From an optimization exercise on the open Yosys and OpenROAD flow, aimed at small area; shortcuts taken in it are not production practice. The RTL was checked by simulation tests, not by an equivalence proof against the original design.

## flow/design.v (module list and top-level ports; edited modules follow where they fit)
// module pc_unit: 35 lines
// module memory_port: 43 lines
// module ao3: 7 lines
// module alu_unit: 108 lines
// module mux2i: 8 lines
// module alu_zsel: 15 lines
// module mul_booth: 1379 lines
// module alu_add32: 325 lines
// module add_fa: 10 lines
// module add_ha: 9 lines
// module add_x2: 7 lines
// module booth_enc: 10 lines
// module booth_sel2: 10 lines
// module register_file: 60 lines
// module rf_read_bit: 11 lines
// module aoi3: 7 lines
// module nand5: 6 lines
// module datapath: 88 lines
module datapath (
	input  logic                                clk,
	input  logic                                rst_n,
	input  logic [1:0]                          pc_src,
	input  logic [1:0]                          ma_src,
	input  logic [1:0]                          md_src,
	input  logic                                ir_en,
	input  logic                                alu_a_src,
	input  logic                                alu_b_src,
	input  logic [3:0]                          alu_op,
	input  logic                                hilo_en,
	input  logic [2:0]                          rf_src,
	input  logic [datapath_pkg::REG_ADDR_W-1:0] rf_a_addr,
	input  logic [datapath_pkg::REG_ADDR_W-1:0] rf_b_addr,
	input  logic [datapath_pkg::REG_ADDR_W-1:0] rf_z_addr,
	input  logic [datapath_pkg::WORD_W-1:0]     constant_c,
	input  logic [datapath_pkg::WORD_W-1:0]     data_from_memory,
	output logic [datapath_pkg::WORD_W-1:0]     address_to_memory,
	output logic [datapath_pkg::WORD_W-1:0]     data_to_memory,
	output logic [datapath_pkg::WORD_W-1:0]     ir_out
);
  // ...
==> flow/flow/run.sh <==
#!/bin/bash
# The standard layout with two changes: the port buffers are the
# smallest buffer cell, and after global routing the resizer downsizes gates
# that have slack to spare (ORFS's RECOVER_POWER step). Synthesis is the
# standard one, unchanged. Each step's full output goes to its own log here.
set -euo pipefail
bash standard.sh synth > std_synth.log 2>&1
bash standard.sh "BUFFER_PORTS_ARGS=-buffer_cell sky130_fd_sc_hd__buf_1" RECOVER_POWER=100 finish > std_layout.log 2>&1
==> flow/standard.sh <==
#!/bin/bash
# synth_recipe.tcl (not shown) runs the flow's synth.tcl, then flattens the netlist and writes it again
# the make line also repeats each setting of config.mk as NAME=value (left out here)
make -C /OpenROAD-flow-scripts/flow DESIGN_CONFIG=/design/flow/config.mk WORK_HOME=/design/flow/orfs CLKGATE_MAP_FILE= SYNTH_SCRIPT=/design/flow/synth_recipe.tcl "${@:-finish}"
==> flow/config.mk <==
export PLATFORM = sky130hd
export DESIGN_NAME = datapath
export DESIGN_NICKNAME = datapath
export VERILOG_FILES = /design/flow/design.v
export SDC_FILE = /design/flow/constraint.sdc
export NUM_CORES = 4
export LEC_CHECK = 0
export CAP_MARGIN = 20
export CORE_MARGIN = 2
export CORE_UTILIZATION = 50
export GPL_TIMING_DRIVEN = 0
export SETUP_SLACK_MARGIN = 0.4
export SLEW_MARGIN = 20
export SYNTH_HIERARCHICAL = 1
==> flow/constraint.sdc <==
create_clock -name core_clock -period 13.0 [get_ports {clk}]
set_input_delay 2.6000 -clock core_clock [delete_from_list [all_inputs] [get_ports {clk}]]
set_output_delay 2.6000 -clock core_clock [all_outputs]
set_load 0.01 [all_outputs]
==> key figures, run 1 <==
Cells and area
  – Fill cell total of the finished layout: 9148
  – Number of flip-flops in the largest register: 480
  – Sequential share of cell area: 30.2%

Synthesis
  – Fraction of the mapped netlist area in compound gates: 20.2%
  – Most repeated cell in the gate-level netlist after synthesis: a22oi_1
  – Number of enable-type register cells in the synthesized netlist: 576

Drt
  – Post-DRT Antenna Nets: 0
  – DRT Pass-1 Iters: 10

Global route
  – Routing usage on met2: 65.1%
  – Initial antenna violation count: 13
  – Maximum number of pins on one net before global-route repair: 35
  – Most Crowded Layer GR: met2

Clocking
  – Quantity of gates resized following cts: 1

Critical path
  – Top fanout value on the critical path: 22
  – Origin of the worst setup path: rf_b_addr[1]
  – Capture point of the worst path: register_file_i.regs[13][30]
  – Critical Path Stages: 30

STA
  – Final count of pins violating max slew: 520
  – Setup repair after global routing missed its margin: no

Die
  – Die outline area: 116000 µm²

Run status
  – Run status: finished with violations
  – List of failed layout checks: capacitance limit, slew limit

Job
  – Max Cap Violations: 27
==> module pc_unit, before the edit <==
module pc_unit (
	input  logic        clk,
	input  logic        rst_n,
	input  logic [1:0]  pc_src,
	input  logic [31:0] alu_z,
	input  logic [31:0] rf_a_data,
	output logic [31:0] pc_q,
	output logic        pc_v
);
	logic [31:0] pc_inc;
	logic [31:0] pc_next;
	logic [2:0]  sel;
	assign pc_inc[1:0]  = pc_q[1:0];
	assign pc_inc[31:2] = pc_q[31:2] + 30'd1;
	assign sel = {pc_src == 2'd3, pc_src == 2'd2, (pc_src == 2'd1) & pc_v};
	assign pc_next[1:0] = (pc_inc[1:0] & {2{sel[0]}}) | (alu_z[1:0] & {2{sel[1]}})
		| (rf_a_data[1:0] & {2{sel[2]}});
	assign pc_next[2] = ((~pc_q[2] | ~pc_v) & (pc_src == 2'd1)) | (alu_z[2] & sel[1])
		| (rf_a_data[2] & sel[2]);
	for (genvar k = 3; k < 32; k++) begin : g_bit
		ao3 pc_mux (.s(sel), .d({rf_a_data[k], alu_z[k], pc_inc[k]}), .y(pc_next[k]));
	end
	always_ff @(posedge clk) begin
		if (pc_src != 2'd0) begin
			pc_q <= pc_next;
		end
	end
	always_ff @(posedge clk or negedge rst_n) begin
		if (!rst_n) begin
			pc_v <= 1'b0;
		end else if (pc_src != 2'd0) begin
			pc_v <= 1'b1;
		end
	end
endmodule
==> module memory_port, before the edit <==
module memory_port (
	input  logic        clk,
	input  logic        rst_n,
	input  logic [1:0]  ma_src,
	input  logic [1:0]  md_src,
	input  logic        ir_en,
	input  logic [31:0] pc_q,
	input  logic        pc_v,
	input  logic [31:0] alu_z,
	input  logic [31:0] rf_b_data,
	input  logic [31:0] data_from_memory,
	output logic [31:0] address_to_memory,
	output logic [31:0] data_to_memory,
	output logic [31:0] md_q,
	output logic [31:0] ir_out
);
	logic [31:0] ma_q;
	logic [31:0] ma_next;
	logic [31:0] md_next;
	logic [2:0]  ma_sel;
	logic [2:0]  md_sel;
	assign ma_sel = {ma_src == 2'd2, (ma_src == 2'd1) & pc_v, (ma_src == 2'd0) | (ma_src == 2'd3)};
	assign md_sel = {md_src == 2'd2, md_src == 2'd1, (md_src == 2'd0) | (md_src == 2'd3)};
	for (genvar k = 0; k < 32; k++) begin : g_bit
		ao3 ma_mux (.s(ma_sel), .d({alu_z[k], pc_q[k], ma_q[k]}), .y(ma_next[k]));
		ao3 md_mux (.s(md_sel), .d({rf_b_data[k], data_from_memory[k], md_q[k]}), .y(md_next[k]));
	end
	always_ff @(posedge clk or negedge rst_n) begin
		if (!rst_n) begin
			ma_q   <= '0;
			md_q   <= '0;
			ir_out <= '0;
		end else begin
			ma_q <= ma_next;
			md_q <= md_next;
			if (ir_en) begin
				ir_out <= md_q;
			end
		end
	end
	assign address_to_memory = ma_q;
	assign data_to_memory    = md_q;
endmodule
==> module alu_unit, before the edit <==
module alu_unit (
	input  logic        clk,
	input  logic        rst_n,
	input  logic        alu_a_src,
	input  logic        alu_b_src,
	input  logic [3:0]  alu_op,
	input  logic        hilo_en,
	input  logic [31:0] pc_q,
	input  logic        pc_v,
	input  logic [31:0] rf_a_data,
	input  logic [31:0] rf_b_data,
	input  logic [31:0] constant_c,
	output logic [31:0] alu_z,
	output logic [31:0] hi_q,
	output logic [31:0] lo_q,
	output logic        hilo_v
);
	logic [31:0] x;
	logic [31:0] y;
	logic [63:0] product;
	logic        op_sub;
	logic        op_inv;
	logic        sel_sum;
	logic        sel_mul;
	logic        op_left;
	logic [31:0] add_a;
	logic [31:0] add_b;
	logic [31:0] sum;
	logic [31:0] add_p;
	logic [31:0] add_g;
	logic [4:0]  shamt;
	logic [4:0]  rot_amt;
	logic [31:0] shmask;
	assign x = alu_a_src ? (pc_q & {32{pc_v}}) : rf_a_data;
	assign y = alu_b_src ? constant_c : rf_b_data;
	mul_booth mul_i (
		.x (x),
		.y (y),
		.p (product)
	);
	assign op_sub  = (alu_op == 4'd1);
	assign op_inv  = (alu_op == 4'd9) || (alu_op == 4'd10);
	assign sel_sum = (alu_op == 4'd0) || (alu_op == 4'd1) || (alu_op == 4'd9);
	assign sel_mul = (alu_op == 4'd8);
	assign add_a   = op_inv ? 32'd0 : x;
	assign add_b   = op_inv ? ~x : (op_sub ? ~y : y);
	alu_add32 add_i (
		.a   (add_a),
		.b   (add_b),
		.cin (op_sub | (alu_op == 4'd9)),
		.s   (sum),
		.p   (add_p),
		.g   (add_g)
	);
	assign shamt   = y[4:0];
	assign op_left = (alu_op == 4'd5) || (alu_op == 4'd7);
	assign rot_amt = op_left ? (5'd0 - shamt) : shamt;
	logic [31:0] r0, r1, r2, r3, rot_n;
	for (genvar k = 0; k < 32; k++) begin : g_rot
		mux2i m0 (.s(rot_amt[0]), .a(x[k]),  .b(x[(k + 1) % 32]),   .y(r0[k]));
		mux2i m1 (.s(rot_amt[1]), .a(r0[k]), .b(r0[(k + 2) % 32]),  .y(r1[k]));
		mux2i m2 (.s(rot_amt[2]), .a(r1[k]), .b(r1[(k + 4) % 32]),  .y(r2[k]));
		mux2i m3 (.s(rot_amt[3]), .a(r2[k]), .b(r2[(k + 8) % 32]),  .y(r3[k]));
		mux2i m4 (.s(rot_amt[4]), .a(r3[k]), .b(r3[(k + 16) % 32]), .y(rot_n[k]));
	end
	always_comb begin
		for (int k = 0; k < 32; k++) begin
			case (alu_op)
				4'd4:       shmask[k] = (k + shamt <= 31);
				4'd5:       shmask[k] = (k >= shamt);
				4'd6, 4'd7: shmask[k] = 1'b1;
				default:    shmask[k] = 1'b0;
			endcase
		end
	end
	logic sel_g;
	logic sel_p;
	assign sel_g = (alu_op == 4'd2) || (alu_op == 4'd3) || (alu_op == 4'd10);
	assign sel_p = (alu_op == 4'd3) || (alu_op == 4'd10);
	for (genvar k = 0; k < 32; k++) begin : g_z
		alu_zsel zsel (
			.sum    (sum[k]),
			.g      (add_g[k]),
			.p      (add_p[k]),
			.prod   (product[k]),
			.rot_n  (rot_n[k]),
			.mask_n (~shmask[k]),
			.s_sum  (sel_sum),
			.s_g    (sel_g),
			.s_p    (sel_p),
			.s_mul  (sel_mul),
			.z      (alu_z[k])
		);
	end
	always_ff @(posedge clk) begin
		if (hilo_en) begin
			hi_q <= product[63:32];
			lo_q <= product[31:0];
		end
	end
	always_ff @(posedge clk or negedge rst_n) begin
		if (!rst_n) begin
			hilo_v <= 1'b0;
		end else if (hilo_en) begin
			hilo_v <= 1'b1;
		end
	end
endmodule
==> module alu_zsel, before the edit <==
module alu_zsel (
	input  logic sum,
	input  logic g,
	input  logic p,
	input  logic prod,
	input  logic rot_n,
	input  logic mask_n,
	input  logic s_sum,
	input  logic s_g,
	input  logic s_p,
	input  logic s_mul,
	output logic z
);
	assign z = (sum & s_sum) | (g & s_g) | (p & s_p) | (prod & s_mul) | ~(rot_n | mask_n);
endmodule
==> module alu_add32, before the edit <==
module alu_add32 (
	input  logic [31:0] a,
	input  logic [31:0] b,
	input  logic        cin,
	output logic [31:0] s,
	output logic [31:0] p,
	output logic [31:0] g
);
	logic a0, a1, a2, a3, a4, a5, a6, a7, a8, a9, a10, a11, a12, a13, a14, a15;
	logic a16, a17, a18, a19, a20, a21, a22, a23, a24, a25, a26, a27, a28, a29, a30, a31;
	logic a32, a33, a34, a35, a36, a37, a38, a39, a40, a41, a42, a43, a44, a45, a46, a47;
	logic a48, a49, a50, a51, a52, a53, a54, a55, a56, a57, a58, a59, a60, a61, a62, a63;
	logic a64, a65, a66, a67, a68, a69, a70, a71, a72, a73, a74, a75, a76, a77, a78, a79;
	logic a80, a81, a82, a83, a84, a85, a86, a87, a88, a89, a90, a91, a92, a93, a94, a95;
	logic a96, a97, a98, a99, a100, a101, a102, a103, a104, a105, a106, a107, a108, a109, a110, a111;
	logic a112, a113, a114, a115, a116, a117, a118, a119, a120, a121, a122, a123, a124, a125, a126, a127;
	logic a128, a129, a130, a131, a132, a133, a134, a135, a136, a137, a138, a139, a140, a141, a142, a143;
	logic a144, a145, a146, a147, a148, a149, a150, a151, a152, a153, a154, a155, a156, a157, a158, a159;
	logic a160, a161, a162, a163, a164, a165, a166, a167, a168, a169, a170, a171, a172, a173, a174, a175;
	logic a176, a177, a178, a179, a180, a181, a182, a183, a184, a185, a186, a187, a188, a189, a190, a191;
	logic a192, a193, a194, a195, a196, a197, a198, a199, a200, a201, a202, a203, a204, a205, a206, a207;
	logic a208, a209, a210, a211, a212, a213, a214, a215, a216, a217, a218, a219, a220, a221, a222, a223;
	logic a224, a225, a226, a227, a228, a229, a230, a231, a232, a233, a234, a235, a236;
	add_ha ha_a0 (.a(a[0]), .b(b[0]), .s(a0), .co(a1));
	add_ha ha_a2 (.a(a[1]), .b(b[1]), .s(a2), .co(a3));
	add_ha ha_a4 (.a(a[2]), .b(b[2]), .s(a4), .co(a5));
	add_ha ha_a6 (.a(a[3]), .b(b[3]), .s(a6), .co(a7));
	add_ha ha_a8 (.a(a[4]), .b(b[4]), .s(a8), .co(a9));
	add_ha ha_a10 (.a(a[5]), .b(b[5]), .s(a10), .co(a11));
	add_ha ha_a12 (.a(a[6]), .b(b[6]), .s(a12), .co(a13));
	add_ha ha_a14 (.a(a[7]), .b(b[7]), .s(a14), .co(a15));
	add_ha ha_a16 (.a(a[8]), .b(b[8]), .s(a16), .co(a17));
	add_ha ha_a18 (.a(a[9]), .b(b[9]), .s(a18), .co(a19));
	add_ha ha_a20 (.a(a[10]), .b(b[10]), .s(a20), .co(a21));
	add_ha ha_a22 (.a(a[11]), .b(b[11]), .s(a22), .co(a23));
	add_ha ha_a24 (.a(a[12]), .b(b[12]), .s(a24), .co(a25));
	add_ha ha_a26 (.a(a[13]), .b(b[13]), .s(a26), .co(a27));
	add_ha ha_a28 (.a(a[14]), .b(b[14]), .s(a28), .co(a29));
	add_ha ha_a30 (.a(a[15]), .b(b[15]), .s(a30), .co(a31));
	add_ha ha_a32 (.a(a[16]), .b(b[16]), .s(a32), .co(a33));
	add_ha ha_a34 (.a(a[17]), .b(b[17]), .s(a34), .co(a35));
	add_ha ha_a36 (.a(a[18]), .b(b[18]), .s(a36), .co(a37));
	add_ha ha_a38 (.a(a[19]), .b(b[19]), .s(a38), .co(a39));
	add_ha ha_a40 (.a(a[20]), .b(b[20]), .s(a40), .co(a41));
	add_ha ha_a42 (.a(a[21]), .b(b[21]), .s(a42), .co(a43));
	add_ha ha_a44 (.a(a[22]), .b(b[22]), .s(a44), .co(a45));
	add_ha ha_a46 (.a(a[23]), .b(b[23]), .s(a46), .co(a47));
	add_ha ha_a48 (.a(a[24]), .b(b[24]), .s(a48), .co(a49));
	add_ha ha_a50 (.a(a[25]), .b(b[25]), .s(a50), .co(a51));
	add_ha ha_a52 (.a(a[26]), .b(b[26]), .s(a52), .co(a53));
	add_ha ha_a54 (.a(a[27]), .b(b[27]), .s(a54), .co(a55));
	add_ha ha_a56 (.a(a[28]), .b(b[28]), .s(a56), .co(a57));
	add_ha ha_a58 (.a(a[29]), .b(b[29]), .s(a58), .co(a59));
	add_ha ha_a60 (.a(a[30]), .b(b[30]), .s(a60), .co(a61));
	add_ha ha_a62 (.a(a[31]), .b(b[31]), .s(a62), .co(a63));
	assign a64 = a0 & cin;
	assign a65 = a1 | a64;
	assign a66 = a2 & a65;
	assign a67 = a3 | a66;
	assign a68 = a2 & a0;
	assign a69 = a6 & a5;
	assign a70 = a7 | a69;
	assign a71 = a6 & a4;
	assign a72 = a10 & a9;
	assign a73 = a11 | a72;
	assign a74 = a10 & a8;
	assign a75 = a14 & a13;
	assign a76 = a15 | a75;
	assign a77 = a14 & a12;
	assign a78 = a18 & a17;
	assign a79 = a19 | a78;
	assign a80 = a18 & a16;
	assign a81 = a22 & a21;
	assign a82 = a23 | a81;
	assign a83 = a22 & a20;
	assign a84 = a26 & a25;
	assign a85 = a27 | a84;
	assign a86 = a26 & a24;
	assign a87 = a30 & a29;
	assign a88 = a31 | a87;
	assign a89 = a30 & a28;
	assign a90 = a34 & a33;
	assign a91 = a35 | a90;
	assign a92 = a34 & a32;
	assign a93 = a38 & a37;
	assign a94 = a39 | a93;
	assign a95 = a38 & a36;
	assign a96 = a42 & a41;
	assign a97 = a43 | a96;
	assign a98 = a42 & a40;
	assign a99 = a46 & a45;
	assign a100 = a47 | a99;
	assign a101 = a46 & a44;
	assign a102 = a50 & a49;
	assign a103 = a51 | a102;
	assign a104 = a50 & a48;
	assign a105 = a54 & a53;
	assign a106 = a55 | a105;
	assign a107 = a54 & a52;
	assign a108 = a58 & a57;
	assign a109 = a59 | a108;
	assign a110 = a58 & a56;
	assign a111 = a62 & a61;
	assign a112 = a63 | a111;
	assign a113 = a62 & a60;
	assign a114 = a71 & a67;
	assign a115 = a70 | a114;
	assign a116 = a71 & a68;
	assign a117 = a77 & a73;
	assign a118 = a76 | a117;
	assign a119 = a77 & a74;
	assign a120 = a83 & a79;
	assign a121 = a82 | a120;
	assign a122 = a83 & a80;
	assign a123 = a89 & a85;
	assign a124 = a88 | a123;
	assign a125 = a89 & a86;
	assign a126 = a95 & a91;
	assign a127 = a94 | a126;
	assign a128 = a95 & a92;
	assign a129 = a101 & a97;
	assign a130 = a100 | a129;
	assign a131 = a101 & a98;
	assign a132 = a107 & a103;
	assign a133 = a106 | a132;
	assign a134 = a107 & a104;
	assign a135 = a113 & a109;
	assign a136 = a112 | a135;
	assign a137 = a113 & a110;
	assign a138 = a119 & a115;
	assign a139 = a118 | a138;
	assign a140 = a119 & a116;
	assign a141 = a125 & a121;
	assign a142 = a124 | a141;
	assign a143 = a125 & a122;
	assign a144 = a131 & a127;
	assign a145 = a130 | a144;
	assign a146 = a131 & a128;
	assign a147 = a137 & a133;
	assign a148 = a136 | a147;
	assign a149 = a137 & a134;
	assign a150 = a143 & a139;
	assign a151 = a142 | a150;
	assign a152 = a143 & a140;
	assign a153 = a149 & a145;
	assign a154 = a148 | a153;
	assign a155 = a149 & a146;
	assign a156 = a155 & a151;
	assign a157 = a154 | a156;
	assign a158 = a155 & a152;
	assign a159 = a146 & a151;
	assign a160 = a145 | a159;
	assign a161 = a146 & a152;
	assign a162 = a122 & a139;
	assign a163 = a121 | a162;
	assign a164 = a122 & a140;
	assign a165 = a128 & a151;
	assign a166 = a127 | a165;
	assign a167 = a128 & a152;
	assign a168 = a134 & a160;
	assign a169 = a133 | a168;
	assign a170 = a134 & a161;
	assign a171 = a74 & a115;
	assign a172 = a73 | a171;
	assign a173 = a74 & a116;
	assign a174 = a80 & a139;
	assign a175 = a79 | a174;
	assign a176 = a80 & a140;
	assign a177 = a86 & a163;
	assign a178 = a85 | a177;
	assign a179 = a86 & a164;
	assign a180 = a92 & a151;
	assign a181 = a91 | a180;
	assign a182 = a92 & a152;
	assign a183 = a98 & a166;
	assign a184 = a97 | a183;
	assign a185 = a98 & a167;
	assign a186 = a104 & a160;
	assign a187 = a103 | a186;
	assign a188 = a104 & a161;
	assign a189 = a110 & a169;
	assign a190 = a109 | a189;
	assign a191 = a110 & a170;
	assign a192 = a4 & a67;
	assign a193 = a5 | a192;
	assign a194 = a4 & a68;
	assign a195 = a8 & a115;
	assign a196 = a9 | a195;
	assign a197 = a8 & a116;
	assign a198 = a12 & a172;
	assign a199 = a13 | a198;
	assign a200 = a12 & a173;
	assign a201 = a16 & a139;
	assign a202 = a17 | a201;
	assign a203 = a16 & a140;
	assign a204 = a20 & a175;
	assign a205 = a21 | a204;
	assign a206 = a20 & a176;
	assign a207 = a24 & a163;
	assign a208 = a25 | a207;
	assign a209 = a24 & a164;
	assign a210 = a28 & a178;
	assign a211 = a29 | a210;
	assign a212 = a28 & a179;
	assign a213 = a32 & a151;
	assign a214 = a33 | a213;
	assign a215 = a32 & a152;
	assign a216 = a36 & a181;
	assign a217 = a37 | a216;
	assign a218 = a36 & a182;
	assign a219 = a40 & a166;
	assign a220 = a41 | a219;
	assign a221 = a40 & a167;
	assign a222 = a44 & a184;
	assign a223 = a45 | a222;
	assign a224 = a44 & a185;
	assign a225 = a48 & a160;
	assign a226 = a49 | a225;
	assign a227 = a48 & a161;
	assign a228 = a52 & a187;
	assign a229 = a53 | a228;
	assign a230 = a52 & a188;
	assign a231 = a56 & a169;
	assign a232 = a57 | a231;
	assign a233 = a56 & a170;
	assign a234 = a60 & a190;
	assign a235 = a61 | a234;
	assign a236 = a60 & a191;
	add_x2 x_s_0 (.a(a0), .b(cin), .y(s[0]));
	add_x2 x_s_1 (.a(a2), .b(a65), .y(s[1]));
	add_x2 x_s_2 (.a(a4), .b(a67), .y(s[2]));
	add_x2 x_s_3 (.a(a6), .b(a193), .y(s[3]));
	add_x2 x_s_4 (.a(a8), .b(a115), .y(s[4]));
	add_x2 x_s_5 (.a(a10), .b(a196), .y(s[5]));
	add_x2 x_s_6 (.a(a12), .b(a172), .y(s[6]));
	add_x2 x_s_7 (.a(a14), .b(a199), .y(s[7]));
	add_x2 x_s_8 (.a(a16), .b(a139), .y(s[8]));
	add_x2 x_s_9 (.a(a18), .b(a202), .y(s[9]));
	add_x2 x_s_10 (.a(a20), .b(a175), .y(s[10]));
	add_x2 x_s_11 (.a(a22), .b(a205), .y(s[11]));
	add_x2 x_s_12 (.a(a24), .b(a163), .y(s[12]));
	add_x2 x_s_13 (.a(a26), .b(a208), .y(s[13]));
	add_x2 x_s_14 (.a(a28), .b(a178), .y(s[14]));
	add_x2 x_s_15 (.a(a30), .b(a211), .y(s[15]));
	add_x2 x_s_16 (.a(a32), .b(a151), .y(s[16]));
	add_x2 x_s_17 (.a(a34), .b(a214), .y(s[17]));
	add_x2 x_s_18 (.a(a36), .b(a181), .y(s[18]));
	add_x2 x_s_19 (.a(a38), .b(a217), .y(s[19]));
	add_x2 x_s_20 (.a(a40), .b(a166), .y(s[20]));
	add_x2 x_s_21 (.a(a42), .b(a220), .y(s[21]));
	add_x2 x_s_22 (.a(a44), .b(a184), .y(s[22]));
	add_x2 x_s_23 (.a(a46), .b(a223), .y(s[23]));
	add_x2 x_s_24 (.a(a48), .b(a160), .y(s[24]));
	add_x2 x_s_25 (.a(a50), .b(a226), .y(s[25]));
	add_x2 x_s_26 (.a(a52), .b(a187), .y(s[26]));
	add_x2 x_s_27 (.a(a54), .b(a229), .y(s[27]));
	add_x2 x_s_28 (.a(a56), .b(a169), .y(s[28]));
	add_x2 x_s_29 (.a(a58), .b(a232), .y(s[29]));
	add_x2 x_s_30 (.a(a60), .b(a190), .y(s[30]));
	add_x2 x_s_31 (.a(a62), .b(a235), .y(s[31]));
	assign p[0] = a0;
	assign g[0] = a1;
	assign p[1] = a2;
	assign g[1] = a3;
	assign p[2] = a4;
	assign g[2] = a5;
	assign p[3] = a6;
	assign g[3] = a7;
	assign p[4] = a8;
	assign g[4] = a9;
	assign p[5] = a10;
	assign g[5] = a11;
	assign p[6] = a12;
	assign g[6] = a13;
	assign p[7] = a14;
	assign g[7] = a15;
	assign p[8] = a16;
	assign g[8] = a17;
	assign p[9] = a18;
	assign g[9] = a19;
	assign p[10] = a20;
	assign g[10] = a21;
	assign p[11] = a22;
	assign g[11] = a23;
	assign p[12] = a24;
	assign g[12] = a25;
	assign p[13] = a26;
	assign g[13] = a27;
	assign p[14] = a28;
	assign g[14] = a29;
	assign p[15] = a30;
	assign g[15] = a31;
	assign p[16] = a32;
	assign g[16] = a33;
	assign p[17] = a34;
	assign g[17] = a35;
	assign p[18] = a36;
	assign g[18] = a37;
	assign p[19] = a38;
	assign g[19] = a39;
	assign p[20] = a40;
	assign g[20] = a41;
	assign p[21] = a42;
	assign g[21] = a43;
	assign p[22] = a44;
	assign g[22] = a45;
	assign p[23] = a46;
	assign g[23] = a47;
	assign p[24] = a48;
	assign g[24] = a49;
	assign p[25] = a50;
	assign g[25] = a51;
	assign p[26] = a52;
	assign g[26] = a53;
	assign p[27] = a54;
	assign g[27] = a55;
	assign p[28] = a56;
	assign g[28] = a57;
	assign p[29] = a58;
	assign g[29] = a59;
	assign p[30] = a60;
	assign g[30] = a61;
	assign p[31] = a62;
	assign g[31] = a63;
endmodule
==> module booth_enc, before the edit <==
module booth_enc (
	input  logic [2:0] y,
	output logic       one,
	output logic       two,
	output logic       neg
);
	assign neg = y[2];
	assign one = y[1] ^ y[0];
	assign two = (y[2] & ~y[1] & ~y[0]) | (~y[2] & y[1] & y[0]);
endmodule
==> module register_file, before the edit <==
module register_file (
	input  logic        clk,
	input  logic        rst_n,
	input  logic [2:0]  rf_src,
	input  logic [3:0]  rf_z_addr,
	input  logic [3:0]  rf_a_addr,
	input  logic [3:0]  rf_b_addr,
	input  logic [31:0] alu_z,
	input  logic [31:0] hi_q,
	input  logic [31:0] lo_q,
	input  logic        hilo_v,
	input  logic [31:0] md_q,
	output logic [31:0] rf_a_data,
	output logic [31:0] rf_b_data
);
	logic [31:0] regs [1:15];
	logic [15:1] vld;
	logic [31:0] wb_data;
	logic        wr_any;
	logic        wr_data;
	always_comb begin
		case (rf_src[1:0])
			2'd1:    wb_data = alu_z;
			2'd2:    wb_data = hi_q;
			2'd3:    wb_data = lo_q;
			default: wb_data = md_q;
		endcase
	end
	assign wr_any  = (rf_src != 3'd0);
	assign wr_data = (rf_src == 3'd1) || (rf_src == 3'd4)
		|| (((rf_src == 3'd2) || (rf_src == 3'd3)) && hilo_v);
	for (genvar i = 1; i < 16; i++) begin : g_reg
		always_ff @(posedge clk) begin
			if (wr_data && (rf_z_addr == i)) begin
				regs[i] <= wb_data;
			end
		end
		always_ff @(posedge clk or negedge rst_n) begin
			if (!rst_n) begin
				vld[i] <= 1'b0;
			end else if (wr_any && (rf_z_addr == i)) begin
				vld[i] <= wr_data;
			end
		end
	end
	logic [15:1] sel_a;
	logic [15:1] sel_b;
	for (genvar i = 1; i < 16; i++) begin : g_sel
		assign sel_a[i] = vld[i] && (rf_a_addr == i);
		assign sel_b[i] = vld[i] && (rf_b_addr == i);
	end
	for (genvar k = 0; k < 32; k++) begin : g_rd
		logic [15:1] col;
		for (genvar i = 1; i < 16; i++) begin : g_col
			assign col[i] = regs[i][k];
		end
		rf_read_bit rd_a (.sel(sel_a), .d(col), .y(rf_a_data[k]));
		rf_read_bit rd_b (.sel(sel_b), .d(col), .y(rf_b_data[k]));
	end
endmodule
==> module datapath, before the edit <==
module datapath (
	input  logic                                clk,
	input  logic                                rst_n,
	input  logic [1:0]                          pc_src,
	input  logic [1:0]                          ma_src,
	input  logic [1:0]                          md_src,
	input  logic                                ir_en,
	input  logic                                alu_a_src,
	input  logic                                alu_b_src,
	input  logic [3:0]                          alu_op,
	input  logic                                hilo_en,
	input  logic [2:0]                          rf_src,
	input  logic [datapath_pkg::REG_ADDR_W-1:0] rf_a_addr,
	input  logic [datapath_pkg::REG_ADDR_W-1:0] rf_b_addr,
	input  logic [datapath_pkg::REG_ADDR_W-1:0] rf_z_addr,
	input  logic [datapath_pkg::WORD_W-1:0]     constant_c,
	input  logic [datapath_pkg::WORD_W-1:0]     data_from_memory,
	output logic [datapath_pkg::WORD_W-1:0]     address_to_memory,
	output logic [datapath_pkg::WORD_W-1:0]     data_to_memory,
	output logic [datapath_pkg::WORD_W-1:0]     ir_out
);
	logic [31:0] rf_a_data;
	logic [31:0] rf_b_data;
	logic [31:0] alu_z;
	logic [31:0] pc_q;
	logic        pc_v;
	logic [31:0] hi_q;
	logic [31:0] lo_q;
	logic        hilo_v;
	logic [31:0] md_q;
	pc_unit pc_unit_i (
		.clk       (clk),
		.rst_n     (rst_n),
		.pc_src    (pc_src),
		.alu_z     (alu_z),
		.rf_a_data (rf_a_data),
		.pc_q      (pc_q),
		.pc_v      (pc_v)
	);
	memory_port memory_port_i (
		.clk               (clk),
		.rst_n             (rst_n),
		.ma_src            (ma_src),
		.md_src            (md_src),
		.ir_en             (ir_en),
		.pc_q              (pc_q),
		.pc_v              (pc_v),
		.alu_z             (alu_z),
		.rf_b_data         (rf_b_data),
		.data_from_memory  (data_from_memory),
		.address_to_memory (address_to_memory),
		.data_to_memory    (data_to_memory),
		.md_q              (md_q),
		.ir_out            (ir_out)
	);
	alu_unit alu_unit_i (
		.clk        (clk),
		.rst_n      (rst_n),
		.alu_a_src  (alu_a_src),
		.alu_b_src  (alu_b_src),
		.alu_op     (alu_op),
		.hilo_en    (hilo_en),
		.pc_q       (pc_q),
		.pc_v       (pc_v),
		.rf_a_data  (rf_a_data),
		.rf_b_data  (rf_b_data),
		.constant_c (constant_c),
		.alu_z      (alu_z),
		.hi_q       (hi_q),
		.lo_q       (lo_q),
		.hilo_v     (hilo_v)
	);
	register_file register_file_i (
		.clk       (clk),
		.rst_n     (rst_n),
		.rf_src    (rf_src),
		.rf_z_addr (rf_z_addr),
		.rf_a_addr (rf_a_addr),
		.rf_b_addr (rf_b_addr),
		.alu_z     (alu_z),
		.hi_q      (hi_q),
		.lo_q      (lo_q),
		.hilo_v    (hilo_v),
		.md_q      (md_q),
		.rf_a_data (rf_a_data),
		.rf_b_data (rf_b_data)
	);
endmodule
==> inputs of run 2 (changes only) <==
--- a/flow/design.v
+++ b/flow/design.v
@@ -18,16 +18,16 @@
 	logic [2:0]  sel;
+	logic        hold;
 	assign pc_inc[1:0]  = pc_q[1:0];
 	assign pc_inc[31:2] = pc_q[31:2] + 30'd1;
-	assign sel = {pc_src == 2'd3, pc_src == 2'd2, (pc_src == 2'd1) & pc_v};
+	assign sel  = {pc_src == 2'd3, pc_src == 2'd2, (pc_src == 2'd1) & pc_v};
+	assign hold = (pc_src == 2'd0);
 	assign pc_next[1:0] = (pc_inc[1:0] & {2{sel[0]}}) | (alu_z[1:0] & {2{sel[1]}})
-		| (rf_a_data[1:0] & {2{sel[2]}});
+		| (rf_a_data[1:0] & {2{sel[2]}}) | (pc_q[1:0] & {2{hold}});
 	assign pc_next[2] = ((~pc_q[2] | ~pc_v) & (pc_src == 2'd1)) | (alu_z[2] & sel[1])
-		| (rf_a_data[2] & sel[2]);
+		| (rf_a_data[2] & sel[2]) | (pc_q[2] & hold);
 	for (genvar k = 3; k < 32; k++) begin : g_bit
-		ao3 pc_mux (.s(sel), .d({rf_a_data[k], alu_z[k], pc_inc[k]}), .y(pc_next[k]));
+		ao4 pc_mux (.s({hold, sel}), .d({pc_q[k], rf_a_data[k], alu_z[k], pc_inc[k]}), .y(pc_next[k]));
 	end
 	always_ff @(posedge clk) begin
-		if (pc_src != 2'd0) begin
-			pc_q <= pc_next;
-		end
+		pc_q <= pc_next;
 	end
@@ -41,2 +41,9 @@
 endmodule
+module ao4 (
+	input  logic [3:0] s,
+	input  logic [3:0] d,
+	output logic       y
+);
+	assign y = |(s & d);
+endmodule
 `timescale 1ns/1ps
@@ -54,3 +61,2 @@
 	output logic [31:0] address_to_memory,
-	output logic [31:0] data_to_memory,
 	output logic [31:0] md_q,
@@ -63,2 +69,3 @@
 	logic [2:0]  md_sel;
+	logic [31:0] ir_next;
 	assign ma_sel = {ma_src == 2'd2, (ma_src == 2'd1) & pc_v, (ma_src == 2'd0) | (ma_src == 2'd3)};
@@ -68,2 +75,3 @@
 		ao3 md_mux (.s(md_sel), .d({rf_b_data[k], data_from_memory[k], md_q[k]}), .y(md_next[k]));
+		ao2 ir_mux (.s({ir_en, ~ir_en}), .d({md_q[k], ir_out[k]}), .y(ir_next[k]));
 	end
@@ -77,5 +85,3 @@
 			md_q <= md_next;
-			if (ir_en) begin
-				ir_out <= md_q;
-			end
+			ir_out <= ir_next;
 		end
@@ -83,3 +89,2 @@
 	assign address_to_memory = ma_q;
-	assign data_to_memory    = md_q;
 endmodule
@@ -92,2 +97,9 @@
 endmodule
+module ao2 (
+	input  logic [1:0] s,
+	input  logic [1:0] d,
+	output logic       y
+);
+	assign y = |(s & d);
+endmodule
 `timescale 1ns/1ps
@@ -117,2 +129,4 @@
 	logic        sel_mul;
+	logic        sel_lg;
+	logic        sel_p;
 	logic        op_left;
@@ -121,8 +135,10 @@
 	logic [31:0] sum;
-	logic [31:0] add_p;
-	logic [31:0] add_g;
+	logic [31:0] lg;
 	logic [4:0]  shamt;
 	logic [4:0]  rot_amt;
-	logic [31:0] shmask;
-	assign x = alu_a_src ? (pc_q & {32{pc_v}}) : rf_a_data;
+	logic        s_pc;
+	assign s_pc = alu_a_src & pc_v;
+	for (genvar k = 0; k < 32; k++) begin : g_x
+		opnd_x xm (.pc(pc_q[k]), .a(rf_a_data[k]), .s_pc(s_pc), .s_a(~alu_a_src), .x(x[k]));
+	end
 	assign y = alu_b_src ? constant_c : rf_b_data;
@@ -137,2 +153,4 @@
 	assign sel_mul = (alu_op == 4'd8);
+	assign sel_lg  = (alu_op == 4'd2) || (alu_op == 4'd3) || (alu_op == 4'd10);
+	assign sel_p   = (alu_op == 4'd3) || (alu_op == 4'd10);
 	assign add_a   = op_inv ? 32'd0 : x;
@@ -143,5 +161,5 @@
 		.cin (op_sub | (alu_op == 4'd9)),
+		.lg_or (sel_p),
 		.s   (sum),
-		.p   (add_p),
-		.g   (add_g)
+		.lg  (lg)
 	);
@@ -158,16 +176,12 @@
 	end
-	always_comb begin
-		for (int k = 0; k < 32; k++) begin
-			case (alu_op)
-				4'd4:       shmask[k] = (k + shamt <= 31);
-				4'd5:       shmask[k] = (k >= shamt);
-				4'd6, 4'd7: shmask[k] = 1'b1;
-				default:    shmask[k] = 1'b0;
-			endcase
-		end
+	logic [31:0] therm;
+	logic        sel_shr;
+	logic        sel_shl;
+	logic        sel_rot;
+	for (genvar k = 0; k < 32; k++) begin : g_therm
+		assign therm[k] = (shamt <= k);
 	end
-	logic sel_g;
-	logic sel_p;
-	assign sel_g = (alu_op == 4'd2) || (alu_op == 4'd3) || (alu_op == 4'd10);
-	assign sel_p = (alu_op == 4'd3) || (alu_op == 4'd10);
+	assign sel_shr = (alu_op == 4'd4);
+	assign sel_shl = (alu_op == 4'd5);
+	assign sel_rot = (alu_op == 4'd6) || (alu_op == 4'd7);
 	for (genvar k = 0; k < 32; k++) begin : g_z
@@ -175,10 +189,12 @@
 			.sum    (sum[k]),
-			.g      (add_g[k]),
-			.p      (add_p[k]),
+			.lg     (lg[k]),
 			.prod   (product[k]),
 			.rot_n  (rot_n[k]),
-			.mask_n (~shmask[k]),
+			.t_r    (therm[31-k]),
+			.t_l    (therm[k]),
+			.s_shr  (sel_shr),
+			.s_shl  (sel_shl),
+			.s_rot  (sel_rot),
 			.s_sum  (sel_sum),
-			.s_g    (sel_g),
-			.s_p    (sel_p),
+			.s_lg   (sel_lg),
 			.s_mul  (sel_mul),
@@ -211,10 +227,12 @@
 	input  logic sum,
-	input  logic g,
-	input  logic p,
+	input  logic lg,
 	input  logic prod,
 	input  logic rot_n,
-	input  logic mask_n,
+	input  logic t_r,
+	input  logic t_l,
+	input  logic s_shr,
+	input  logic s_shl,
+	input  logic s_rot,
 	input  logic s_sum,
-	input  logic s_g,
-	input  logic s_p,
+	input  logic s_lg,
 	input  logic s_mul,
@@ -222,3 +240,13 @@
 );
-	assign z = (sum & s_sum) | (g & s_g) | (p & s_p) | (prod & s_mul) | ~(rot_n | mask_n);
+	assign z = (sum & s_sum) | (lg & s_lg) | (prod & s_mul)
+		| (~rot_n & ((t_r & s_shr) | (t_l & s_shl) | s_rot));
+endmodule
+module opnd_x (
+	input  logic pc,
+	input  logic a,
+	input  logic s_pc,
+	input  logic s_a,
+	output logic x
+);
+	assign x = (pc & s_pc) | (a & s_a);
 endmodule
@@ -336,3 +364,4 @@
 	logic m1424, m1425, m1426, m1427, m1428, m1429, m1430, m1431, m1432, m1433, m1434, m1435, m1436, m1437, m1438, m1439;
-	booth_enc enc0 (.y({y[1], y[0], 1'b0}), .one(one[0]), .two(two[0]), .neg(neg[0]));
+	assign neg[0] = y[1];
+	booth_enc enc0 (.y({y[1], y[0], 1'b0}), .one(one[0]), .two(two[0]));
 	booth_sel2 sel0_0 (.one(one[0]), .two(two[0]), .neg(neg[0]), .x({x[1:0], 1'b0}), .pp(pp0[1:0]));
@@ -354,3 +383,4 @@
 	assign ppsn[0] = ~(((one[0] | two[0]) & x[31]) ^ neg[0]);
-	booth_enc enc1 (.y({y[3], y[2], y[1]}), .one(one[1]), .two(two[1]), .neg(neg[1]));
+	assign neg[1] = y[3];
+	booth_enc enc1 (.y({y[3], y[2], y[1]}), .one(one[1]), .two(two[1]));
 	booth_sel2 sel1_0 (.one(one[1]), .two(two[1]), .neg(neg[1]), .x({x[1:0], 1'b0}), .pp(pp1[1:0]));
@@ -372,3 +402,4 @@
 	assign ppsn[1] = ~(((one[1] | two[1]) & x[31]) ^ neg[1]);
-	booth_enc enc2 (.y({y[5], y[4], y[3]}), .one(one[2]), .two(two[2]), .neg(neg[2]));
+	assign neg[2] = y[5];
+	booth_enc enc2 (.y({y[5], y[4], y[3]}), .one(one[2]), .two(two[2]));
 	booth_sel2 sel2_0 (.one(one[2]), .two(two[2]), .neg(neg[2]), .x({x[1:0], 1'b0}), .pp(pp2[1:0]));
@@ -390,3 +421,4 @@
 	assign ppsn[2] = ~(((one[2] | two[2]) & x[31]) ^ neg[2]);
-	booth_enc enc3 (.y({y[7], y[6], y[5]}), .one(one[3]), .two(two[3]), .neg(neg[3]));
+	assign neg[3] = y[7];
+	booth_enc enc3 (.y({y[7], y[6], y[5]}), .one(one[3]), .two(two[3]));
 	booth_sel2 sel3_0 (.one(one[3]), .two(two[3]), .neg(neg[3]), .x({x[1:0], 1'b0}), .pp(pp3[1:0]));
@@ -408,3 +440,4 @@
 	assign ppsn[3] = ~(((one[3] | two[3]) & x[31]) ^ neg[3]);
-	booth_enc enc4 (.y({y[9], y[8], y[7]}), .one(one[4]), .two(two[4]), .neg(neg[4]));
+	assign neg[4] = y[9];
+	booth_enc enc4 (.y({y[9], y[8], y[7]}), .one(one[4]), .two(two[4]));
 	booth_sel2 sel4_0 (.one(one[4]), .two(two[4]), .neg(neg[4]), .x({x[1:0], 1'b0}), .pp(pp4[1:0]));
@@ -426,3 +459,4 @@
 	assign ppsn[4] = ~(((one[4] | two[4]) & x[31]) ^ neg[4]);
-	booth_enc enc5 (.y({y[11], y[10], y[9]}), .one(one[5]), .two(two[5]), .neg(neg[5]));
+	assign neg[5] = y[11];
+	booth_enc enc5 (.y({y[11], y[10], y[9]}), .one(one[5]), .two(two[5]));
 	booth_sel2 sel5_0 (.one(one[5]), .two(two[5]), .neg(neg[5]), .x({x[1:0], 1'b0}), .pp(pp5[1:0]));
@@ -444,3 +478,4 @@
 	assign ppsn[5] = ~(((one[5] | two[5]) & x[31]) ^ neg[5]);
-	booth_enc enc6 (.y({y[13], y[12], y[11]}), .one(one[6]), .two(two[6]), .neg(neg[6]));
+	assign neg[6] = y[13];
+	booth_enc enc6 (.y({y[13], y[12], y[11]}), .one(one[6]), .two(two[6]));
 	booth_sel2 sel6_0 (.one(one[6]), .two(two[6]), .neg(neg[6]), .x({x[1:0], 1'b0}), .pp(pp6[1:0]));
@@ -462,3 +497,4 @@
 	assign ppsn[6] = ~(((one[6] | two[6]) & x[31]) ^ neg[6]);
-	booth_enc enc7 (.y({y[15], y[14], y[13]}), .one(one[7]), .two(two[7]), .neg(neg[7]));
+	assign neg[7] = y[15];
+	booth_enc enc7 (.y({y[15], y[14], y[13]}), .one(one[7]), .two(two[7]));
 	booth_sel2 sel7_0 (.one(one[7]), .two(two[7]), .neg(neg[7]), .x({x[1:0], 1'b0}), .pp(pp7[1:0]));
@@ -480,3 +516,4 @@
 	assign ppsn[7] = ~(((one[7] | two[7]) & x[31]) ^ neg[7]);
-	booth_enc enc8 (.y({y[17], y[16], y[15]}), .one(one[8]), .two(two[8]), .neg(neg[8]));
+	assign neg[8] = y[17];
+	booth_enc enc8 (.y({y[17], y[16], y[15]}), .one(one[8]), .two(two[8]));
 	booth_sel2 sel8_0 (.one(one[8]), .two(two[8]), .neg(neg[8]), .x({x[1:0], 1'b0}), .pp(pp8[1:0]));
@@ -498,3 +535,4 @@
 	assign ppsn[8] = ~(((one[8] | two[8]) & x[31]) ^ neg[8]);
-	booth_enc enc9 (.y({y[19], y[18], y[17]}), .one(one[9]), .two(two[9]), .neg(neg[9]));
+	assign neg[9] = y[19];
+	booth_enc enc9 (.y({y[19], y[18], y[17]}), .one(one[9]), .two(two[9]));
 	booth_sel2 sel9_0 (.one(one[9]), .two(two[9]), .neg(neg[9]), .x({x[1:0], 1'b0}), .pp(pp9[1:0]));
@@ -516,3 +554,4 @@
 	assign ppsn[9] = ~(((one[9] | two[9]) & x[31]) ^ neg[9]);
-	booth_enc enc10 (.y({y[21], y[20], y[19]}), .one(one[10]), .two(two[10]), .neg(neg[10]));
+	assign neg[10] = y[21];
+	booth_enc enc10 (.y({y[21], y[20], y[19]}), .one(one[10]), .two(two[10]));
 	booth_sel2 sel10_0 (.one(one[10]), .two(two[10]), .neg(neg[10]), .x({x[1:0], 1'b0}), .pp(pp10[1:0]));
@@ -534,3 +573,4 @@
 	assign ppsn[10] = ~(((one[10] | two[10]) & x[31]) ^ neg[10]);
-	booth_enc enc11 (.y({y[23], y[22], y[21]}), .one(one[11]), .two(two[11]), .neg(neg[11]));
+	assign neg[11] = y[23];
+	booth_enc enc11 (.y({y[23], y[22], y[21]}), .one(one[11]), .two(two[11]));
 	booth_sel2 sel11_0 (.one(one[11]), .two(two[11]), .neg(neg[11]), .x({x[1:0], 1'b0}), .pp(pp11[1:0]));
@@ -552,3 +592,4 @@
 	assign ppsn[11] = ~(((one[11] | two[11]) & x[31]) ^ neg[11]);
-	booth_enc enc12 (.y({y[25], y[24], y[23]}), .one(one[12]), .two(two[12]), .neg(neg[12]));
+	assign neg[12] = y[25];
+	booth_enc enc12 (.y({y[25], y[24], y[23]}), .one(one[12]), .two(two[12]));
 	booth_sel2 sel12_0 (.one(one[12]), .two(two[12]), .neg(neg[12]), .x({x[1:0], 1'b0}), .pp(pp12[1:0]));
@@ -570,3 +611,4 @@
 	assign ppsn[12] = ~(((one[12] | two[12]) & x[31]) ^ neg[12]);
-	booth_enc enc13 (.y({y[27], y[26], y[25]}), .one(one[13]), .two(two[13]), .neg(neg[13]));
+	assign neg[13] = y[27];
+	booth_enc enc13 (.y({y[27], y[26], y[25]}), .one(one[13]), .two(two[13]));
 	booth_sel2 sel13_0 (.one(one[13]), .two(two[13]), .neg(neg[13]), .x({x[1:0], 1'b0}), .pp(pp13[1:0]));
@@ -588,3 +630,4 @@
 	assign ppsn[13] = ~(((one[13] | two[13]) & x[31]) ^ neg[13]);
-	booth_enc enc14 (.y({y[29], y[28], y[27]}), .one(one[14]), .two(two[14]), .neg(neg[14]));
+	assign neg[14] = y[29];
+	booth_enc enc14 (.y({y[29], y[28], y[27]}), .one(one[14]), .two(two[14]));
 	booth_sel2 sel14_0 (.one(one[14]), .two(two[14]), .neg(neg[14]), .x({x[1:0], 1'b0}), .pp(pp14[1:0]));
@@ -606,3 +649,4 @@
 	assign ppsn[14] = ~(((one[14] | two[14]) & x[31]) ^ neg[14]);
-	booth_enc enc15 (.y({y[31], y[30], y[29]}), .one(one[15]), .two(two[15]), .neg(neg[15]));
+	assign neg[15] = y[31];
+	booth_enc enc15 (.y({y[31], y[30], y[29]}), .one(one[15]), .two(two[15]));
 	booth_sel2 sel15_0 (.one(one[15]), .two(two[15]), .neg(neg[15]), .x({x[1:0], 1'b0}), .pp(pp15[1:0]));
@@ -1607,5 +1651,5 @@
 	input  logic        cin,
+	input  logic        lg_or,
 	output logic [31:0] s,
-	output logic [31:0] p,
-	output logic [31:0] g
+	output logic [31:0] lg
 );
@@ -1863,66 +1907,34 @@
 	add_x2 x_s_31 (.a(a62), .b(a235), .y(s[31]));
-	assign p[0] = a0;
-	assign g[0] = a1;
-	assign p[1] = a2;
-	assign g[1] = a3;
-	assign p[2] = a4;
-	assign g[2] = a5;
-	assign p[3] = a6;
-	assign g[3] = a7;
-	assign p[4] = a8;
-	assign g[4] = a9;
-	assign p[5] = a10;
-	assign g[5] = a11;
-	assign p[6] = a12;
-	assign g[6] = a13;
-	assign p[7] = a14;
-	assign g[7] = a15;
-	assign p[8] = a16;
-	assign g[8] = a17;
-	assign p[9] = a18;
-	assign g[9] = a19;
-	assign p[10] = a20;
-	assign g[10] = a21;
-	assign p[11] = a22;
-	assign g[11] = a23;
-	assign p[12] = a24;
-	assign g[12] = a25;
-	assign p[13] = a26;
-	assign g[13] = a27;
-	assign p[14] = a28;
-	assign g[14] = a29;
-	assign p[15] = a30;
-	assign g[15] = a31;
-	assign p[16] = a32;
-	assign g[16] = a33;
-	assign p[17] = a34;
-	assign g[17] = a35;
-	assign p[18] = a36;
-	assign g[18] = a37;
-	assign p[19] = a38;
-	assign g[19] = a39;
-	assign p[20] = a40;
-	assign g[20] = a41;
-	assign p[21] = a42;
-	assign g[21] = a43;
-	assign p[22] = a44;
-	assign g[22] = a45;
-	assign p[23] = a46;
-	assign g[23] = a47;
-	assign p[24] = a48;
-	assign g[24] = a49;
-	assign p[25] = a50;
-	assign g[25] = a51;
-	assign p[26] = a52;
-	assign g[26] = a53;
-	assign p[27] = a54;
-	assign g[27] = a55;
-	assign p[28] = a56;
-	assign g[28] = a57;
-	assign p[29] = a58;
-	assign g[29] = a59;
-	assign p[30] = a60;
-	assign g[30] = a61;
-	assign p[31] = a62;
-	assign g[31] = a63;
+	assign lg[0] = a1 | (a0 & lg_or);
+	assign lg[1] = a3 | (a2 & lg_or);
+	assign lg[2] = a5 | (a4 & lg_or);
+	assign lg[3] = a7 | (a6 & lg_or);
+	assign lg[4] = a9 | (a8 & lg_or);
+	assign lg[5] = a11 | (a10 & lg_or);
+	assign lg[6] = a13 | (a12 & lg_or);
+	assign lg[7] = a15 | (a14 & lg_or);
+	assign lg[8] = a17 | (a16 & lg_or);
+	assign lg[9] = a19 | (a18 & lg_or);
+	assign lg[10] = a21 | (a20 & lg_or);
+	assign lg[11] = a23 | (a22 & lg_or);
+	assign lg[12] = a25 | (a24 & lg_or);
+	assign lg[13] = a27 | (a26 & lg_or);
+	assign lg[14] = a29 | (a28 & lg_or);
+	assign lg[15] = a31 | (a30 & lg_or);
+	assign lg[16] = a33 | (a32 & lg_or);
+	assign lg[17] = a35 | (a34 & lg_or);
+	assign lg[18] = a37 | (a36 & lg_or);
+	assign lg[19] = a39 | (a38 & lg_or);
+	assign lg[20] = a41 | (a40 & lg_or);
+	assign lg[21] = a43 | (a42 & lg_or);
+	assign lg[22] = a45 | (a44 & lg_or);
+	assign lg[23] = a47 | (a46 & lg_or);
+	assign lg[24] = a49 | (a48 & lg_or);
+	assign lg[25] = a51 | (a50 & lg_or);
+	assign lg[26] = a53 | (a52 & lg_or);
+	assign lg[27] = a55 | (a54 & lg_or);
+	assign lg[28] = a57 | (a56 & lg_or);
+	assign lg[29] = a59 | (a58 & lg_or);
+	assign lg[30] = a61 | (a60 & lg_or);
+	assign lg[31] = a63 | (a62 & lg_or);
 endmodule
@@ -1957,6 +1969,4 @@
 	output logic       one,
-	output logic       two,
-	output logic       neg
+	output logic       two
 );
-	assign neg = y[2];
 	assign one = y[1] ^ y[0];
@@ -1995,9 +2005,6 @@
 	logic        wr_data;
-	always_comb begin
-		case (rf_src[1:0])
-			2'd1:    wb_data = alu_z;
-			2'd2:    wb_data = hi_q;
-			2'd3:    wb_data = lo_q;
-			default: wb_data = md_q;
-		endcase
+	logic [3:0] wb_sel;
+	assign wb_sel = {rf_src == 3'd4, rf_src == 3'd3, rf_src == 3'd2, rf_src == 3'd1};
+	for (genvar k = 0; k < 32; k++) begin : g_wb
+		ao4 wb_mux (.s(wb_sel), .d({md_q[k], lo_q[k], hi_q[k], alu_z[k]}), .y(wb_data[k]));
 	end
@@ -2022,6 +2029,4 @@
 	logic [15:1] sel_b;
-	for (genvar i = 1; i < 16; i++) begin : g_sel
-		assign sel_a[i] = vld[i] && (rf_a_addr == i);
-		assign sel_b[i] = vld[i] && (rf_b_addr == i);
-	end
+	rf_dec dec_a (.addr(rf_a_addr), .vld(vld), .sel(sel_a));
+	rf_dec dec_b (.addr(rf_b_addr), .vld(vld), .sel(sel_b));
 	for (genvar k = 0; k < 32; k++) begin : g_rd
@@ -2035,2 +2040,11 @@
 endmodule
+module rf_dec (
+	input  logic [3:0]  addr,
+	input  logic [15:1] vld,
+	output logic [15:1] sel
+);
+	for (genvar i = 1; i < 16; i++) begin : g_sel
+		assign sel[i] = vld[i] && (addr == i);
+	end
+endmodule
 module rf_read_bit (
@@ -2111,3 +2125,2 @@
 		.address_to_memory (address_to_memory),
-		.data_to_memory    (data_to_memory),
 		.md_q              (md_q),
@@ -2132,2 +2145,3 @@
 	);
+	assign data_to_memory = md_q;
 	register_file register_file_i (
==> flow/flow/run.sh (replaced) <==
#!/bin/bash
# The standard layout with two changes after the standard synthesis
# (which runs unchanged first): the port buffers are the smallest buffer
# cell, and the resizer may not use the large buffers (buf_6 and up) when
# it repairs slew, capacitance and timing. Each step's full output goes to
# its own log here; ORFS's own logs are under orfs/logs.
set -euo pipefail
bash standard.sh synth > std_synth.log 2>&1
du=$(make -s -C "$FLOW_HOME" DESIGN_CONFIG="$PWD/config.mk" WORK_HOME="$PWD/orfs" print-DONT_USE_CELLS | sed 's/^DONT_USE_CELLS: //')
big="sky130_fd_sc_hd__buf_6 sky130_fd_sc_hd__buf_8 sky130_fd_sc_hd__buf_12 sky130_fd_sc_hd__buf_16 sky130_fd_sc_hd__bufbuf_8 sky130_fd_sc_hd__bufbuf_16"
bash standard.sh "DONT_USE_CELLS=$du $big" "BUFFER_PORTS_ARGS=-buffer_cell sky130_fd_sc_hd__buf_1" finish > std_layout.log 2>&1
--- a/flow/config.mk
+++ b/flow/config.mk
@@ -9,3 +9,5 @@
 export CORE_MARGIN = 2
-export CORE_UTILIZATION = 50
+export CORE_UTILIZATION = 60
+export CTS_CLUSTER_DIAMETER = 100
+export CTS_CLUSTER_SIZE = 20
 export GPL_TIMING_DRIVEN = 0
==> run 2 against run 1 <==
  * The run now finishes clean
  * Synthesized cell count shrank 3.9%
  * Register-to-register slack lost 0.10 ns
  * Maximum frequency grew 0.10%
  * Clock skew grew 0.0079 ns
  * Cell count shrank 8.5%
==> key figures, run 2 <==
Die
  – Core Footprint: 90300 µm²
  – DIE WIDTH: 306 µm
  – Core Rows: 110
  – Initial standard-cell utilization of the core: 60.7%
  – Number of top-level pins: 191
  – Die outline area: 93800 µm² (-19%)
  – Overall die height: 306 µm

Drt
  – Wirelength, routed: 223000 µm
  – Drt drc: 0
  – DRT Pass-1 Iters: 11 (+1)
  – Post-DRT Antenna Nets: 0 (unchanged)
  – Mean routed wirelength per cell: 36.5 µm
  – Iteration-0 DRC count of the detailed router: 10400
  – Vias per inst: 7.93
  – Number of vias after detailed routing: 48400

Critical path
  – CP Data Arrival Time: 12.81 ns
  – Required time of the worst setup path: 13.32 ns
  – Worst path slowest cell: xor2_1
  – Critical Path End Type: flop
  – Top fanout value on the critical path: 29 (+32%)
  – Delay of the slowest cell on the worst path: 0.81 ns
  – Cell repeated most along the worst path: fa_1
  – Setup Crit Path Kind: primary input to flop
  – CP startpoint kind: primary input

Cells and area
  – Multi-input gate area in the final layout: 35200 µm²
  – Fraction of layout cells with a size suffix above 1: 10.4%
  – Fill cell total of the finished layout: 6915 (-24%)
  – Final cell count without fillers: 6106
  – Utilization after layout: 67.1%
  – Commonest non-fill, non-tap cell in the layout: a22oi_1
  – Area added between synthesis and finish: 10.5%
  – Most frequent cells in the layout: a22oi_1 (634), xnor2_1 (559), edfxtp_1 (544), fa_1 (425), a222oi_1 (416)
  – Number of nets in the final layout: 5566
  – Register with the most flip-flops: register_file_i.regs
  – Number of flip-flops in the largest register: 480 (unchanged)
  – Post-route standard cell area excluding fillers: 60600 µm²
  – Combined flip-flop and latch cell area: 19800 µm²

Place
  – Estimated wirelength of the detail-placed design: 158000 µm
  – Count of buffers inserted at the top-level ports: 186
  – Area after detailed placement: 59100 µm²
  – Cell total after placement: 5996
  – Setup slack at placement: -0.562 ns
  – Routability Congestion: 1.01

Global route
  – Number of global-route vias before repair: 46800
  – Total global routing track utilization: 46.6%
  – Maximum number of pins on one net before global-route repair: 41 (+17%)
  – Wire length of the first global-routing pass: 321000 µm
  – Overflow left after global routing: 0
  – Initial antenna violation count: 13 (unchanged)

STA
  – Max Clk Rate: 80.0 MHz
  – Actual slew at the worst max-slew pin: 1.14 ns
  – Setup repair after global routing missed its margin: no
  – Final hold slack: 0.492 ns
  – Worst setup skew after layout: 0.0331 ns
  – Worst path setup slack after routing: 0.507 ns
  – Worst max-slew margin expressed relative to the limit: 24.0%
  – Post-route setup TNS: 0 ns
  – Final count of pins violating max slew: 0 (-100%)
  – Final Hold Fails: 0
  – Final setup violating endpoints: 0
  – Final worst path period need: 12.49 ns
  – Final cycle utilization of the critical path: 96.1%

Clocking
  – H-tree level count: 2
  – Clk slew on worst S/H paths: 0.09 ns
  – CTS tree: done
  – TritonCTS sink count: 689
  – Number of hold buffers added after cts: 0
  – Total clock buffers created by CTS: 40
  – Master cell of the clock root buffer: clkbuf_16
  – Maximum buffer depth of the clock tree: 3
  – Worst skew pair latency: 0.61 ns

Synthesis
  – Area of the mapped netlist: 54800 µm²
  – Seq cells post-synth: 689
  – Most repeated cell in the gate-level netlist after synthesis: a22oi_1
  – Cells after Synth: 4443
  – Number of distinct library cells after synthesis: 100
  – Share of flip-flops with an asynchronous set or reset after synthesis: 16.4%
  – Top cells by instance count after synthesis: a22oi_1 (634), xnor2_1 (561), edfxtp_1 (544)
  – Average size of a mapped cell: 12.3 µm²
  – Number of enable-type register cells in the synthesized netlist: 544 (-5.6%)
  – Warning count from the yosys run: 11
  – Main area contributors after synthesis: edfxtp_1 (30%), fa_1 (16%), xnor2_1 (9.0%)
  – Sequential cell area fraction in the yosys report: 36.1%
  – Area share of the largest cell type after synthesis: 29.8%
  – Cell type contributing the most total cell area after synthesis: edfxtp_1
  – Synth Flop Type: edfxtp_1

Job
  – Max Cap Violations: 0 (-100%)

Worst hold path
  – Hold WC Path Type: flop to flop

Run status
  – Run status: timing/DRC/antenna clean
-- run 2: logic make-up (layout without fill, tap and decap cells) --
group                      after synthesis  count (layout)  synth area share (%)
xor gates and xnor gates               703             703                  11.2
adders and majority gates              578             578                  19.0
and+or+nand+nor                        568             568                  5.77
AOI/OAI and AO/OA                     1493            1493                  22.2
DFF                                    689             689                  36.1
muxes                                  227             227                  4.26
other                                    1              24               0.00684
buffers and inverters                  184             648                  1.44
-- run 2: per-layer routing --
metal  routed length (µm)  global-route usage, %  up-vias
li1                     -                      -    19000
met1                80400                   64.6    23900
met2                92100                   66.1     4706
met3                38200                   16.8      876
met4                11900                   20.1       14
met5                  103                  0.207        -
-- run 2: worst max-delay path: cells and delay by family --
| kind | cells | cell delay [ns] |
|---|---|---|
| compound gates | 10 | 2.54 |
| xor+xnor | 3 | 1.21 |
| fa+ha+maj | 5 | 2.23 |
| buf+inv | 6 | 1.78 |
| mux | 1 | 0.22 |
| simple gates | 6 | 2.12 |
-- run 2: Yosys stat by module, one instance, submodules excluded, excerpt --
module,area [µm²],copies in the design
booth_enc,31.3,16
ao4,18.8,61
alu_zsel,23.8,32
alu_add32,852,1
add_fa,20.0,425
opnd_x,8.76,32
rf_dec,154,2
mul_booth,1950,1
add_x2,8.76,94
ao2,8.76,32
nand5,11.3,64
aoi3,10.0,320
alu_unit,3820,1
booth_sel2,32.5,256
-- run 2: final cells by class --
| type | count | share of cell area (%) |
|---|---|---|
| clock buffer | 71 | 1.91 |
| multi-input combinational | 3588 | 58.0 |
| timing repair buffer | 390 | 3.55 |
| inverter | 145 | 0.906 |
| antenna | 5 | 0.0206 |
| sequential | 689 | 32.7 |
| tap | 1176 | 2.43 |
| buffer | 39 | 0.409 |
| clock inverter | 3 | 0.0496 |
-- run 2: what timing repair did --
action	4_1_cts	5_1_grt
endpoints found under the hold margin	0	0
cloned	1	0
endpoints found under the setup margin	95	183
resized for setup	5	12
buffers inserted	3	27
pin swaps	1	5
-- run 2: path summary, 6_finish.rpt --
path                                             start                            to  slack (ns)  cells past startpoint
worst max-delay path                      rf_b_addr[1]  register_file_i.regs[13][21]        0.51                     31
worst min-delay path                 alu_unit_i.hilo_v             alu_unit_i.hilo_v        0.49                      1
worst max register to register  register_file_i.vld[4]  register_file_i.regs[15][24]        2.52                     26
worst min register to register       alu_unit_i.hilo_v             alu_unit_i.hilo_v        0.49                      1
max in group asynchronous                        rst_n      memory_port_i.ir_out[21]       10.05                      2
min in group asynchronous                        rst_n       register_file_i.vld[12]        2.02                      1
==> inputs of run 3 (changes only) <==
--- a/flow/design.v
+++ b/flow/design.v
@@ -2027,6 +2027,8 @@
 	end
-	logic [15:1] sel_a;
-	logic [15:1] sel_b;
-	rf_dec dec_a (.addr(rf_a_addr), .vld(vld), .sel(sel_a));
-	rf_dec dec_b (.addr(rf_b_addr), .vld(vld), .sel(sel_b));
+	logic [15:1] sel_a [0:1];
+	logic [15:1] sel_b [0:1];
+	for (genvar h = 0; h < 2; h++) begin : g_dec
+		rf_dec dec_a (.addr(rf_a_addr), .vld(vld), .sel(sel_a[h]));
+		rf_dec dec_b (.addr(rf_b_addr), .vld(vld), .sel(sel_b[h]));
+	end
 	for (genvar k = 0; k < 32; k++) begin : g_rd
@@ -2036,4 +2038,4 @@
 		end
-		rf_read_bit rd_a (.sel(sel_a), .d(col), .y(rf_a_data[k]));
-		rf_read_bit rd_b (.sel(sel_b), .d(col), .y(rf_b_data[k]));
+		rf_read_bit rd_a (.sel(sel_a[k / 16]), .d(col), .y(rf_a_data[k]));
+		rf_read_bit rd_b (.sel(sel_b[k / 16]), .d(col), .y(rf_b_data[k]));
 	end
==> run 3 against run 2 <==
  * Critical path depth decreased by 5
  * Maximum frequency decreased by 0.83%
  * Core utilization decreased by 0.93 points
  * Synthesized cell count increased by 0.97%
  * Critical endpoint is now alu_unit_i.hi_q[7]
  * Via count decreased by 1.4%
  * Area after synthesis increased by 0.44%
==> key figures, run 3 <==
Run status
  – Run status: timing/DRC/antenna clean

STA
  – Max Clk Rate: 79.4 MHz (-0.83%)
  – Actual slew at the worst max-slew pin: 1.21 ns (+0.0760 ns)
  – Worst max-slew margin expressed relative to the limit: 18.9% (-5.1 points)

Cells and area
  – Utilization after layout: 66.2% (-0.93 points)

Synthesis
  – Share of flip-flops with an asynchronous set or reset after synthesis: 16.4% (unchanged)
  – Average size of a mapped cell: 12.3 µm² (-0.52%)
  – Warning count from the yosys run: 14 (+3)
  – Main area contributors after synthesis: edfxtp_1 (30%), fa_1 (15%), xnor2_1 (9.0%)

Global route
  – Overflow left after global routing: 0 (unchanged)
  – Maximum number of pins on one net before global-route repair: 41 (unchanged)
  – Wire length of the first global-routing pass: 316000 µm (-1.7%)

Worst hold path
  – Hold WC Path Type: flop to flop

Drt
  – Drt drc: 0 (unchanged)
  – DRT Pass-1 Iters: 14 (+3)

Clocking
  – CTS tree: done
  – Master cell of the clock root buffer: clkbuf_16
  – Worst skew pair latency: 0.63 ns (+0.02 ns)

Place
  – Count of buffers inserted at the top-level ports: 186 (unchanged)

Die
  – Initial standard-cell utilization of the core: 60.3% (-0.38 points)

Critical path
  – Critical Path End Type: flop
-- run 3: per-module statistics from Yosys (local to each module, per instance), excerpt --
module	flip-flops and latches	cells inside	cell area, µm²	copies in the design
alu_zsel	0	3	23.8	32
alu_add32	0	134	852	1
mul_booth	0	317	1950	1
add_ha	0	1	12.5	133
ao2	0	1	8.76	32
alu_unit	65	306	3820	1
booth_enc	0	4	31.3	16
opnd_x	0	1	8.76	32
-- run 3: metrics by stage --
stage | instances | hold slack (ns) | setup slack, ns | area (µm²)
after global placement | 5876 | 0.464 | -3.88 | 57300
after floorplan | 4504 | 0.440 | 1.10 | 55100
after global routing | 6088 | 0.494 | 0.398 | 60400
after detailed placement | 6005 | 0.467 | -0.882 | 59000
after CTS | 6082 | 0.489 | 0.521 | 60300
final | 6093 | 0.493 | 0.401 | 60400
-- run 3: area by class of cell --
| class | count | area share (%) |
|---|---|---|
| clock buffer | 70 | 1.88 |
| timing repair buffer | 321 | 2.77 |
| sequential | 689 | 32.8 |
| antenna | 7 | 0.0290 |
| clock inverter | 5 | 0.137 |
| multi-input combinational | 3630 | 58.6 |
| inverter | 146 | 0.911 |
| buffer | 39 | 0.421 |
| tap | 1186 | 2.46 |
-- run 3: logic make-up after synthesis --
family,count (synthesis),synth area share [%]
AND/OR/NAND/NOR,610,6.17
flip-flops,689,36.0
XOR/XNOR,703,11.2
AO/OA/AOI/OAI,1493,22.1
other,1,0.00681
buffers and inverters,185,1.45
multiplexers,227,4.24
adder cells (fa/ha/maj),578,18.9
-- run 3: critical path, stage by stage --
cell and delay (ns):
buf_1 0.27, nor2b_1 0.38, and3_4 0.45, a222oi_1 0.17
and3_1 0.28, nand3_1 0.26, mux2_4 0.43, buf_4 0.48
nand2_1 0.17, o22ai_4 0.60, buf_4 0.46, a22oi_1 0.17
xnor2_1 0.22, fa_1 0.51, fa_1 0.57, fa_1 0.44
fa_1 0.40, fa_1 0.53, fa_1 0.44, ha_1 0.38
nand4_1 0.27, o31ai_2 0.93, o211ai_4 0.23, a31oi_4 0.26
a31o_1 0.18, xor2_1 0.73
-- run 3: path summary, 6_finish.rpt --
kind / from / depth (start not counted) / end / slack, ns
worst max-delay path: rf_b_addr[0] / 26 / alu_unit_i.hi_q[7] / 0.40
worst min-delay path: alu_unit_i.hilo_v / 1 / alu_unit_i.hilo_v / 0.49
worst max register to register: register_file_i.vld[4] / 24 / alu_unit_i.hi_q[7] / 2.39
worst min register to register: alu_unit_i.hilo_v / 1 / alu_unit_i.hilo_v / 0.49
max in group asynchronous: rst_n / 3 / memory_port_i.md_q[5] / 9.75
min in group asynchronous: rst_n / 1 / memory_port_i.md_q[13] / 1.97
-- run 3: what timing repair did --
action,in CTS,in global routing
gates cloned,2,0
resized for setup,18,18
pin swaps,0,2
buffers inserted,0,4
setup endpoints to repair,191,171
-- run 3: metal layers --
layer	part of all wire [%]	vias to the layer above	track usage, %
met5	0.052	-	0.724
met4	6.1	6	22.8
met3	15	797	12.5
met2	43	4441	66.8
met1	36	23500	63.1
li1	-	19000	-

[afterwards: timing with drivers on the ports]
In the flow no input, the clock included, has a driving cell. The finished layouts below were timed again as built, in two steps. Step 1: set_driving_cell puts a clkbuf_16 on clk and a buf_2 on each other input, an assumption about the parent block. Step 2, shift: input delay + t, output delay - t, t = (earliest + latest rising clock arrival at the registers) / 2. This alone moves slack from input paths to output paths. Three values: no drivers, after step 1, after step 2; two values: the first two.
run | t (ns) | setup slack, ns | cell pins on the clock port's net
run 1 | 0.678 | 0.494 / 0.524 / -0.154 | 1
run 2 | 0.653 | 0.507 / 0.545 / -0.108 | 1
run 3 | 0.679 | 0.401 / 0.407 / -0.273 | 1
The setup slack of run 3, which loses most, moves by +0.006 ns with the drivers and by -0.674 ns with both steps.
